Source: an optimization exercise on an open RTL-to-GDS flow (aim: small area and a short achievable clock period). Production flows keep margins and buffers that such runs may drop. Function was checked by simulation only, so behaviour that the tests miss may differ from the original.

## csc_top
module csc_top (
	input logic CLOCK_50_I,
	input logic resetn,
	input logic start,
	output logic busy,
	output logic done,
	output csc_pkg::sram_addr_t sram_addr,
	output csc_pkg::sram_word_t sram_wdata,
	output logic sram_we_n,
	input csc_pkg::sram_word_t sram_rdata
);
Size: ~2500 cells after synthesis, about 0.027 mm2 of cells after synthesis.
clock: 10.0 ns
lec_check: 0
cap_margin: 20
core_margin: 2
core_utilization: 50
slew_margin: 20
standard.sh (not shown) runs the stock make flow with config.mk's settings and CLKGATE_MAP_FILE= SYNTH_SCRIPT=/design/flow/synth_recipe.tcl, a recipe that flattens the netlist after the stock synthesis.
==> flow/flow/run.sh <==
#!/bin/bash
set -u
export SETUP_SLACK_MARGIN=6.4
export BUFFER_PORTS_ARGS="-buffer_cell sky130_fd_sc_hd__buf_4"
bash standard.sh > standard_flow.log 2>&1
The baseline completed without violations.
Testbench counts at the start, summed over its fixed seeds: frame cycles 1,536,248.
Rerun with:
==> flow/flow/run.sh (replaced) <==
#!/bin/bash
set -u
export SETUP_SLACK_MARGIN=7.0
export BUFFER_PORTS_ARGS="-buffer_cell sky130_fd_sc_hd__buf_4"
bash standard.sh > standard_flow.log 2>&1
- CTS_BUF_LIST: default -> sky130_fd_sc_hd__clkbuf_8
Outcome: Setup slack gains 170 ps; synthesized cell count stays the same; flip-flop and latch count is unchanged; via count rose by 4.8%; fmax rose by 5.0%.
Rerun with:
==> flow/flow/run.sh (replaced) <==
#!/bin/bash
set -u
export SETUP_SLACK_MARGIN=6.8
export BUFFER_PORTS_ARGS="-buffer_cell sky130_fd_sc_hd__buf_4"
bash standard.sh > standard_flow.log 2>&1
Clock-buffer cell count increases by 2.
Worst hold slack improved by 3.8 ps.
Core utilization decreases by 2.2 points.
Synthesized area stays the same.
Wire length decreases by a few percent.
Register-to-register slack improved by 50 ps.
Worst setup slack improved by 11 ps.
Die area does not change.
Via count decreases by a few percent.

---

csc_top again, from the RTL that the note above started with.
Settings: LEC_CHECK=0, CAP_MARGIN=20, CORE_MARGIN=2, CORE_UTILIZATION=50, CTS_BUF_LIST=sky130_fd_sc_hd__clkbuf_8 sky130_fd_sc_hd__clkbuf_16, CTS_CLUSTER_DIAMETER=100, CTS_CLUSTER_SIZE=24, SLEW_MARGIN=20; clock period 10.0 ns.
==> flow/flow/run.sh <==
#!/bin/bash
set -u
export SETUP_SLACK_MARGIN=6.8
export BUFFER_PORTS_ARGS="-buffer_cell sky130_fd_sc_hd__buf_4"
bash standard.sh > standard_flow.log 2>&1
Testbench counts at the start, summed over its fixed seeds: frame cycles 1,536,248.
Then changed:
Settings changed: CTS_BUF_LIST sky130_fd_sc_hd__clkbuf_8 sky130_fd_sc_hd__clkbuf_16 to sky130_fd_sc_hd__clkbuf_16.
After rerunning: Design area stays flat; non-clock buffer count stays the same; worst hold slack barely changes; die area is unchanged; utilization stays flat.
Then changed:
Settings changed: CORE_UTILIZATION 50 to 65, CTS_BUF_LIST sky130_fd_sc_hd__clkbuf_16 to not set, CTS_CLUSTER_DIAMETER 100 to not set, CTS_CLUSTER_SIZE 24 to not set.
=> The new run went through all stages and came out clean. Worst setup slack loses 30 ps. Via count grows by a few percent. Maximum frequency goes down slightly. Worst hold slack loses 7.3 ps. Final area is higher by a few percent. Wire length goes up by a few percent. Utilization goes up by 19 points.

---

== v33 ==
csc_top again, from the RTL that the note above started with.
export LEC_CHECK = 0
export CAP_MARGIN = 20
export CORE_MARGIN = 2
export CORE_UTILIZATION = 50
export CTS_BUF_LIST = sky130_fd_sc_hd__clkbuf_8
export CTS_CLUSTER_DIAMETER = 60
export CTS_CLUSTER_SIZE = 18
export SLEW_MARGIN = 20
create_clock -name core_clock -period 10.0 [get_ports {CLOCK_50_I}]
Scripts as last shown in full above: flow/flow/run.sh
v33: done, clean on timing, DRC and antenna
Testbench counts of v33, summed over its fixed seeds: frame cycles 1,536,248.
What v53 does differently from v33 at the input level:
Settings: CTS_BUF_LIST now sky130_fd_sc_hd__clkbuf_4 sky130_fd_sc_hd__clkbuf_8, was sky130_fd_sc_hd__clkbuf_8; CTS_CLUSTER_SIZE no longer set, was 18; CTS_CLUSTER_DIAMETER no longer set, was 60.
==> run summary <==
Having completed the whole flow, v53 delivered a layout that passed the timing, design-rule and antenna checks.
Clock sink count came out exactly the same in v53 and v33.
NOTE: global-route wire length before repair in v53 exceeds that of v33
## Diff of input files: v14 against v53
Settings: a change of SLEW_MARGIN from 20 to 5; a change of CAP_MARGIN from 20 to 5; a change of CTS_BUF_LIST from sky130_fd_sc_hd__clkbuf_4 sky130_fd_sc_hd__clkbuf_8 to sky130_fd_sc_hd__clkbuf_8.
### Flow results
- Summary of v14 over v53: die area essentially unchanged; worst setup margin saw little to no change.
Relative to v14, the following input files were edited for v55:
Settings: CTS_BUF_LIST: sky130_fd_sc_hd__clkbuf_8 -> unset; SLEW_MARGIN: 5 -> 20; CAP_MARGIN: 5 -> 20.
==> comparison <==
Comparing v14 and v55, the higher final worst-path cycle share is on v14. Going from v14 to v55, leftover overflow at the end of global routing did not really move, hold slack held steady. Buffers inserted during post-CTS setup optimization, v55 vs v14: down by more than 10%. The finished layout cell area on v55 is in line with that on v14. v55 reports a higher number of gates on the worst path with buffers counted than v14 does.
Setup changes, v55 to v8
Settings: an added SETUP_SLACK_MARGIN of 5.
==> flow/run.sh (new file) <==
#!/bin/bash
# synth_recipe.tcl (not shown) runs the flow's synth.tcl, then flattens the netlist and writes it again
# the make line also repeats each setting of config.mk as NAME=value (left out here)
make -C /OpenROAD-flow-scripts/flow DESIGN_CONFIG=/design/flow/config.mk WORK_HOME=/design/flow/orfs CLKGATE_MAP_FILE= SYNTH_SCRIPT=/design/flow/synth_recipe.tcl finish
removed: flow/flow/run.sh
removed: flow/standard.sh
==> comparison <==
- Compared v8 vs v55, and initial antenna violation count is down in v8.
- Pin slew with the least headroom to its limit ended up 28 ps lower on v8 than on v55.
- Diff v55 -> v8 | final non-filler cell area | down by a few percent
- HPWL reported at the end of detailed placement essentially unchanged between v8 and v55.
- When v8 is measured against v55, its fraction of met2 tracks used by global routing turns out 1.7 points lower.
- Compared v8 vs v55, and worst slew slack as a fraction of its limit is up in v8.
- Comparing v55 and v8, the higher global-route usage is on v55.
- v8 -> v55: count of endpoints failing hold in the final timing report delta 0, exact match
- Number of logic stages on the critical path including buffering: v8 vs v55 down 4

[port drivers added, routing unchanged]
The flow's constraints put no driver on any port. The routed layouts listed below were extracted and timed again, unchanged, in two steps. Step 1 sets driving cells, clkbuf_16 on the clock port and buf_2 on the other inputs (assumed; they add their load-dependent delay and slew). Step 2 adds t to the input delays and takes it off the output delays; t is the mean of the earliest and latest rising clock arrival at the registers after step 1. Input paths then give back, and output paths get back, about the clock's delay inside the block. Slacks: ideal / step 1 / step 2; pairs: ideal / step 1.
run | t, ns | setup WS [ns] | worst slew at a driven data input, ns
the first run of note 1 | 0.641 | 6.511 / 6.511 / 6.511 | 0.04
the second run of note 1 | 0.712 | 6.676 / 6.658 / 6.676 | 0.04
the third run of note 1 | 0.702 | 6.687 / 6.632 / 6.728 | 0.04
the first run of note 2 | 0.625 | 6.723 / 6.704 / 6.723 | 0.03
the second run of note 2 | 0.625 | 6.723 / 6.707 / 6.723 | 0.03
the third run of note 2 | 0.657 | 6.693 / 6.693 / 6.693 | 0.04
v33 | 0.692 | 6.657 / 6.604 / 6.736 | 0.03
v53 | 0.703 | 6.686 / 6.630 / 6.731 | 0.04
v14 | 0.702 | 6.687 / 6.632 / 6.728 | 0.04
v55 | 0.670 | 6.709 / 6.659 / 6.709 | 0.03
v8 | 0.654 | 6.194 / 6.194 / 6.194 | 0.04
After both steps setup and hold are still met in every run listed.
